This is an optimization exercise on Yosys and OpenROAD, whose aim is small area, not a production implementation. The RTL was checked by simulation tests, not by an equivalence proof against the original design. Power figures rest on the tool's default switching activity, not on a simulated workload.

`flow/config.mk`:
```
export PLATFORM = sky130hd
export DESIGN_NAME = icache_refill_top
export DESIGN_NICKNAME = icache_refill_top
export VERILOG_FILES = /design/flow/design.v
export SDC_FILE = /design/flow/constraint.sdc
export NUM_CORES = 4
export LEC_CHECK = 0
export CAP_MARGIN = 20
export CORE_MARGIN = 2
export CORE_UTILIZATION = 40
export SLEW_MARGIN = 20
```
`flow/run.sh`:
```
#!/bin/bash
# synth_recipe.tcl (not shown) runs the flow's synth.tcl, then flattens the netlist and writes it again
# the make line also repeats each setting of config.mk as NAME=value (left out here)
make -C /OpenROAD-flow-scripts/flow DESIGN_CONFIG=/design/flow/config.mk WORK_HOME=/design/flow/orfs CLKGATE_MAP_FILE= SYNTH_SCRIPT=/design/flow/synth_recipe.tcl finish
```
`flow/design.v`:
```
package icache_pkg;
	localparam int BUNDLES = 4;
	localparam int BEAT_W = 2;
	localparam int SETS = 16;
	localparam int SET_W = 4;
	localparam int WAYS = 2;
	localparam int WAY_W = 1;
	localparam int SLOTS = 4;
	localparam int SLOT_W = 2;
	localparam int TAGQ_DEPTH = 16;
	localparam int TAGQ_W = 4;
	localparam int LFSR_W = 17;
	localparam logic [LFSR_W-1:0] LFSR_SEED = 17'h1ACE5;
	typedef logic [31:0] addr_t;
	typedef logic [31:0] word_t;
	typedef logic [BUNDLES*32-1:0] line_data_t;
	typedef logic [23:0] tag_t;
	typedef logic [27:0] line_addr_t;
endpackage
module icache_refill_top (
	input  logic              clk,
	input  logic              rst,
	input  logic              fetch_valid,
	input  icache_pkg::addr_t fetch_addr,
	output logic              fetch_ready,
	output logic              resp_valid,
	output logic              resp_hit,
	output icache_pkg::word_t resp_data,
	output icache_pkg::addr_t araddr,
	output logic [2:0]        arprot,
	output logic              arvalid,
	input  logic              arready,
	input  icache_pkg::word_t rdata,
	input  logic [1:0]        rresp,
	input  logic              rvalid,
	output logic              rready
);
	localparam int ROWS = icache_pkg::WAYS * icache_pkg::SETS;
	logic [ROWS-1:0] vld;
	icache_pkg::tag_t tag_mem [ROWS];
	icache_pkg::line_data_t data_mem [ROWS];
	logic lk_valid;
	logic [31:2] lk_addr;
	logic [3:0] lk_set;
	logic hit0, hit1, lk_hit;
	logic [icache_pkg::SETS-1:0] set_oh;
	icache_pkg::tag_t rtag0, rtag1;
	logic rvld0, rvld1;
	logic [icache_pkg::SETS*icache_pkg::BUNDLES-1:0] bsel0, bsel1;
	icache_pkg::line_addr_t fq_line [icache_pkg::SLOTS];
	logic [icache_pkg::SLOTS-1:0] busy;
	logic [2:0] wp;      
	logic [2:0] ap;      
	logic [1:0] ar_beat;
	logic [2:0] rp;      
	logic [1:0] r_beat;
	logic dup_hit, alloc;
	logic ar_fire, ar_last, take, complete;
	icache_pkg::word_t lb0, lb1, lb2, lb3;
	logic done_q;
	logic [1:0] wr_slot;
	icache_pkg::line_addr_t wr_line;
	logic [4:0] wr_row;
	logic [icache_pkg::LFSR_W-1:0] lfsr;
	assign arprot = 3'b100;
	assign rready = 1'b1;
	assign fetch_ready = !done_q;
	always_ff @(posedge clk) begin
		if (rst) begin
			lk_valid <= 1'b0;
		end else begin
			lk_valid <= fetch_valid && !done_q;
		end
	end
	always_ff @(posedge clk) begin
		lk_addr <= fetch_addr[31:2];
	end
	assign lk_set = lk_addr[7:4];
	always_comb begin
		for (int i = 0; i < icache_pkg::SETS; i++) begin
			set_oh[i] = lk_set == i[3:0];
		end
	end
	always_comb begin
		rtag0 = '0;
		rtag1 = '0;
		rvld0 = 1'b0;
		rvld1 = 1'b0;
		for (int i = 0; i < icache_pkg::SETS; i++) begin
			rtag0 = rtag0 | (tag_mem[i] & {24{set_oh[i]}});
			rtag1 = rtag1 | (tag_mem[icache_pkg::SETS + i] & {24{set_oh[i]}});
			rvld0 = rvld0 | (vld[i] & set_oh[i]);
			rvld1 = rvld1 | (vld[icache_pkg::SETS + i] & set_oh[i]);
		end
	end
	assign hit0 = rvld0 && rtag0 == lk_addr[31:8];
	assign hit1 = rvld1 && rtag1 == lk_addr[31:8];
	assign lk_hit = hit0 || hit1;
	always_comb begin
		for (int i = 0; i < icache_pkg::SETS * icache_pkg::BUNDLES; i++) begin
			bsel0[i] = !hit1 && lk_addr[7:2] == i[5:0];
			bsel1[i] = hit1 && lk_addr[7:2] == i[5:0];
		end
	end
	always_comb begin
		resp_data = '0;
		for (int i = 0; i < icache_pkg::SETS * icache_pkg::BUNDLES; i++) begin
			resp_data = resp_data
				| (data_mem[i / 4][(i % 4)*32 +: 32] & {32{bsel0[i]}})
				| (data_mem[icache_pkg::SETS + i / 4][(i % 4)*32 +: 32] & {32{bsel1[i]}});
		end
	end
	assign resp_valid = lk_valid;
	assign resp_hit = lk_hit;
	always_comb begin
		dup_hit = 1'b0;
		for (int s = 0; s < icache_pkg::SLOTS; s++) begin
			if (busy[s] && fq_line[s] == lk_addr[31:4]) begin
				dup_hit = 1'b1;
			end
		end
	end
	assign alloc = lk_valid && !lk_hit && !dup_hit && !(&busy);
	always_ff @(posedge clk) begin
		if (alloc) begin
			fq_line[wp[1:0]] <= lk_addr[31:4];
		end
	end
	assign arvalid = ap != wp;
	assign araddr = {fq_line[ap[1:0]], ar_beat, 2'b00};
	assign ar_fire = arvalid && arready;
	assign ar_last = ar_fire && ar_beat == 2'd3;
	assign take = rvalid && {ap, ar_beat} != {rp, r_beat};
	assign complete = take && r_beat == 2'd3;
	assign wr_slot = rp[1:0] - 2'd1;
	always_ff @(posedge clk) begin
		if (rst) begin
			busy <= '0;
			wp <= '0;
			ap <= '0;
			ar_beat <= '0;
			rp <= '0;
			r_beat <= '0;
			done_q <= 1'b0;
			lfsr <= icache_pkg::LFSR_SEED;
		end else begin
			lfsr <= {lfsr[icache_pkg::LFSR_W-2:0], lfsr[icache_pkg::LFSR_W-1] ^ lfsr[icache_pkg::LFSR_W-4]};
			if (done_q) begin
				busy[wr_slot] <= 1'b0;
			end
			if (alloc) begin
				busy[wp[1:0]] <= 1'b1;
				wp <= wp + 3'd1;
			end
			if (ar_fire) begin
				ar_beat <= ar_beat + 2'd1;
			end
			if (ar_last) begin
				ap <= ap + 3'd1;
			end
			if (take) begin
				r_beat <= r_beat + 2'd1;
			end
			if (complete) begin
				rp <= rp + 3'd1;
			end
			done_q <= complete;
		end
	end
	always_ff @(posedge clk) begin
		if (take && r_beat == 2'd0) lb0 <= rdata;
		if (take && r_beat == 2'd1) lb1 <= rdata;
		if (take && r_beat == 2'd2) lb2 <= rdata;
		lb3 <= rdata;
	end
	assign wr_line = fq_line[wr_slot];
	assign wr_row = {lfsr[1], wr_line[3:0]};
	always_ff @(posedge clk) begin
		if (rst) begin
			vld <= '0;
		end else if (done_q) begin
			vld[wr_row] <= 1'b1;
		end
	end
	always_ff @(posedge clk) begin
		if (done_q) begin
			tag_mem[wr_row] <= wr_line[27:4];
			data_mem[wr_row] <= {lb3, lb2, lb1, lb0};
		end
	end
endmodule
```
`flow/constraint.sdc`:
```
create_clock -name core_clock -period 10.0 [get_ports {clk}]
set_input_delay 2.0000 -clock core_clock [delete_from_list [all_inputs] [get_ports {clk}]]
set_output_delay 2.0000 -clock core_clock [all_outputs]
set_load 0.01 [all_outputs]
```
==> summary.txt <==
-- per-stage QoR --
step,cells,cell area (sq um)
final,17600,219000
after global routing,17600,219000
after CTS,17500,217000
after detailed placement,16600,202000
after global placement,16600,202000
after floorplan,10400,190000
-- metal layers --
layer / wire length (um) / GRT usage / up-vias
met2: 323000 / 0.445 / 11900
li1: - / - / 44300
met5: 222 / 0 / -
met1: 253000 / 0.400 / 61400
met3: 117000 / 0.0819 / 2259
met4: 43100 / 0.147 / 34
-- flip-flops by register name, indices dropped and copies added (netlist names), 2 cells and up, named ones only --
| register | count |
|---|---|
| rp | 3 |
| vld | 32 |
| wp | 3 |
| fq_line | 112 |
| tag_mem | 768 |
| ar_beat | 2 |
| lb2 | 32 |
| busy | 4 |
| lb3 | 32 |
| lb1 | 32 |
| ap | 3 |
| data_mem | 4096 |
| lk_addr | 30 |
| lb0 | 32 |
| r_beat | 2 |
| lfsr | 17 |
-- cell type report --
class	instances	area share
flip-flops and latches	5204	0.709
inverters	25	0.000429
clock inverters	260	0.0114
well taps	6247	0.0358
repair buffers	617	0.0308
multi-input cells	4559	0.152
diodes	37	0.000424
clock buffers	647	0.0601
-- layout by cell type (no fill, tap or decap), types with 27 or more instances in the layout --
cell type	count
buf_12	88
clkbuf_8	32
clkinv_1	108
clkbuf_1	127
nor3_1	130
buf_8	59
a21oi_1	112
a31oi_1	28
a22oi_1	1846
clkinv_2	80
and3_1	30
nor4_1	101
clkdlybuf4s50_1	131
dfxtp_2	27
nand2_1	526
bufinv_16	33
mux2_2	45
dfxtp_1	98
a221oi_1	133
mux2i_1	88
o21ai_0	60
a222oi_1	82
xor2_1	96
edfxtp_1	5072
nand4_1	223
nor2_1	133
buf_4	322
a22o_1	149
nand3_1	124
diode_2	37
xnor2_1	65
o22ai_1	51
clkbuf_16	488
mux4_2	67
nor2_4	97
-- where the power goes --
| group | leakage (uW) | switching [uW] | internal, uW |
|---|---|---|---|
| clock network | 0.00760 | 8280 | 10100 |
| logic | 0.0139 | 960 | 407 |
| registers | 0.0467 | 197 | 23900 |
-- how the worst max path moves through the flow --
stage	startpoint	endpoint	slack, ns	depth (start not counted)
3_5_place_dp	lk_addr[6]$_DFF_P_	resp_data[11]	1.93	12
5_1_grt	lk_addr[6]$_DFF_P_	resp_data[25]	0.53	12
6_report	lk_addr[6]$_DFF_P_	resp_data[22]	0.53	12
4_1_cts	lk_addr[6]$_DFF_P_	resp_data[22]	0.71	11
2_1_floorplan	rp[0]$_SDFFE_PP0P_	data_mem[13][0]$_DFFE_PP_	-0.37	11
3_3_place_gp	lk_addr[6]$_DFF_P_	resp_data[25]	1.89	11
-- cell families after synthesis --
group / after synthesis / share of synthesized area
AO/OA/AOI/OAI: 2627 / 0.105
XOR/XNOR: 161 / 0.00742
adder cells (fa/ha/maj): 21 / 0.00138
buffers and inverters: 653 / 0.0144
flip-flops: 5204 / 0.816
multiplexers: 202 / 0.0154
other: 2 / 0.0000395
AND/OR/NAND/NOR: 1542 / 0.0407
==> impl_metrics.toml <==
[sta]
relSlewSlack = 0.148
fin_setup_tns_ns = 0
worst_pin_slew_ns = 1.28
period_share = 0.947
hold_slack_ns = 0.413
setup_slack_ns = 0.531
max_freq_mhz = 106
skew_ns = 0.131
hold_violations = 0
setup_viol = 0
period_minus_slack_ns = 9.47
maxSlewViolCount = 0
grt_setup_unrepaired = "false"

[synthesis]
synth_commonest_cells = "edfxtp_1 (5072), a22oi_1 (1846), nand2_1 (527), clkbuf_1 (376), nor2_1 (233)"
syn_area_per_cell_sq_um = 18.2
synth_largest_area_cell = "edfxtp_1"
yosysTopAreaCellShare = 0.802
ys_types = 93
syn-cell-area_sq_mm = 0.190
synth-edff-count = 5072
synth-seq-cells = 5204
synthArstFlopShare = 0
yosys_warnings = 1
ys_seq_area_frac = 0.816
yosys.cell_count.top_type = "edfxtp_1"
synth-main-ff-cell = "edfxtp_1"
syn_inst = 10400
synthTopCellsByArea = "edfxtp_1 (80%), a22oi_1 (7.3%), dfxtp_1 (1.4%), nand2_1 (1.0%), mux4_2 (0.79%)"

[clocking]
clk_latency_ns = 1.13
cts_resized = 0
clk_pin_slew_worst_paths_ns = 0.06
cts-root-buf = "clkbuf_16"
post_cts_buffers = 0
cts_hold_buf = 0
cts.path.max_buffers = 4
cts_tree = "built"
clock_sinks = 5204
htreeDepth = 5
cts_buffers = 484

[hold_path]
whs_path_depth = 1
min_to = "lfsr[6]$_SDFF_PP1_"
min_path_type = "flip-flop to flip-flop"
min_from = "lfsr[5]$_SDFF_PP1_"

[die]
die_area_sq_mm = 0.480
chipHeight_um = 693
core_area_sq_mm = 0.474
die_w_um = 693
start_util = 0.401
rows = 253
io_pins = 143

[placement]
place_congestion = 0.877
post-dp-hpwl_um = 375000
numPortBuffers = 132
post-place-ws_ns = 1.93

[detailed_routing]
dr.pass1.iters = 12
wl_per_cell_um = 41.8
drt-total-wl_um = 736000
antenna_left = 0
via_count = 120000
drt-initial-drc-count = 24100
drc_errors = 0
via_per_inst = 6.82

[global_routing]
overflow = 0
grt_use_total = 0.297
grt_pass1_wl_um = 981000
antenna_found_initial = 50
grt_max_degree = 92
grt_pass1_vias = 111000

[setup_path]
path_cells = "buf_4 > mux4_2 > a22o_1 > a221oi_1 > xor2_1 > o2111ai_1 > nor4_1 > and4_4 > buf_12 > a211oi_1 > o31ai_1 > clkdlybuf4s50_1"
r2r-start = "lk_addr[6]$_DFF_P_"
max_stage_delay_ns = 0.84
r2r_cells = 13
startpoint_type = "flip-flop"
critical_path_buf_inv_count = 3
r2r_end = "fq_line[3][23]$_DFFE_PP_"
required_ns = 8.00
crit_slowest_cell = "o31ai_1"
path_max_fanout = 46
cp-end-kind = "primary output"
criticalPathCategory = "flip-flop to primary output"
crit_family = "buffers and inverters"
arrival_ns = 7.47
r2r_setup_slack_ns = 3.06

[layout]
multiInputGateArea_sq_mm = 0.0332
fillers = 39200
syn_to_final_growth_pct = 15.1
layout.nets = 11000
regArea_sq_mm = 0.155
fin_util = 0.461
layout-drive-gt1-share = 0.130

[status]
status = "timing/DRC/antenna clean"

[flow_run]
cap_viol_max_count = 0

[pwr]
irDropWorstVdd_mv = 0.170
power-per-cell-area_mw_per_mm2 = 200
total_power_uw = 43800
cellLeakagePower_uw = 0.0682

[afterwards: timing with drivers on the ports]
How much do the figures lean on ideal ports? The routed layout below was timed once more, with nothing changed but the port constraints. Step 1 (the two cells are an assumption about what drives the block):
set clk [get_ports {clk}]
set_driving_cell -lib_cell sky130_fd_sc_hd__clkbuf_16 $clk
set_driving_cell -lib_cell sky130_fd_sc_hd__buf_2 [delete_from_list [all_inputs] $clk]
Step 2 adds t to the input delays and takes it off the output delays; t is the mean of the earliest and latest rising clock arrival at the registers after step 1. Input paths then give back, and output paths get back, about the clock's delay inside the block. Slacks: ideal / step 1 / step 2; pairs: ideal / step 1.
t (ns): 1.170
setup slack, ns: 0.531 / 0.412 / 1.582
hold slack, ns: 0.413 / 0.413 / 0.413
worst setup path after step 2: register to output
pins driven straight from the clock port: 1
After both steps setup and hold are still met in this run. For this run, drivers alone change the setup slack by -0.119 ns; drivers and shift together by +1.051 ns.
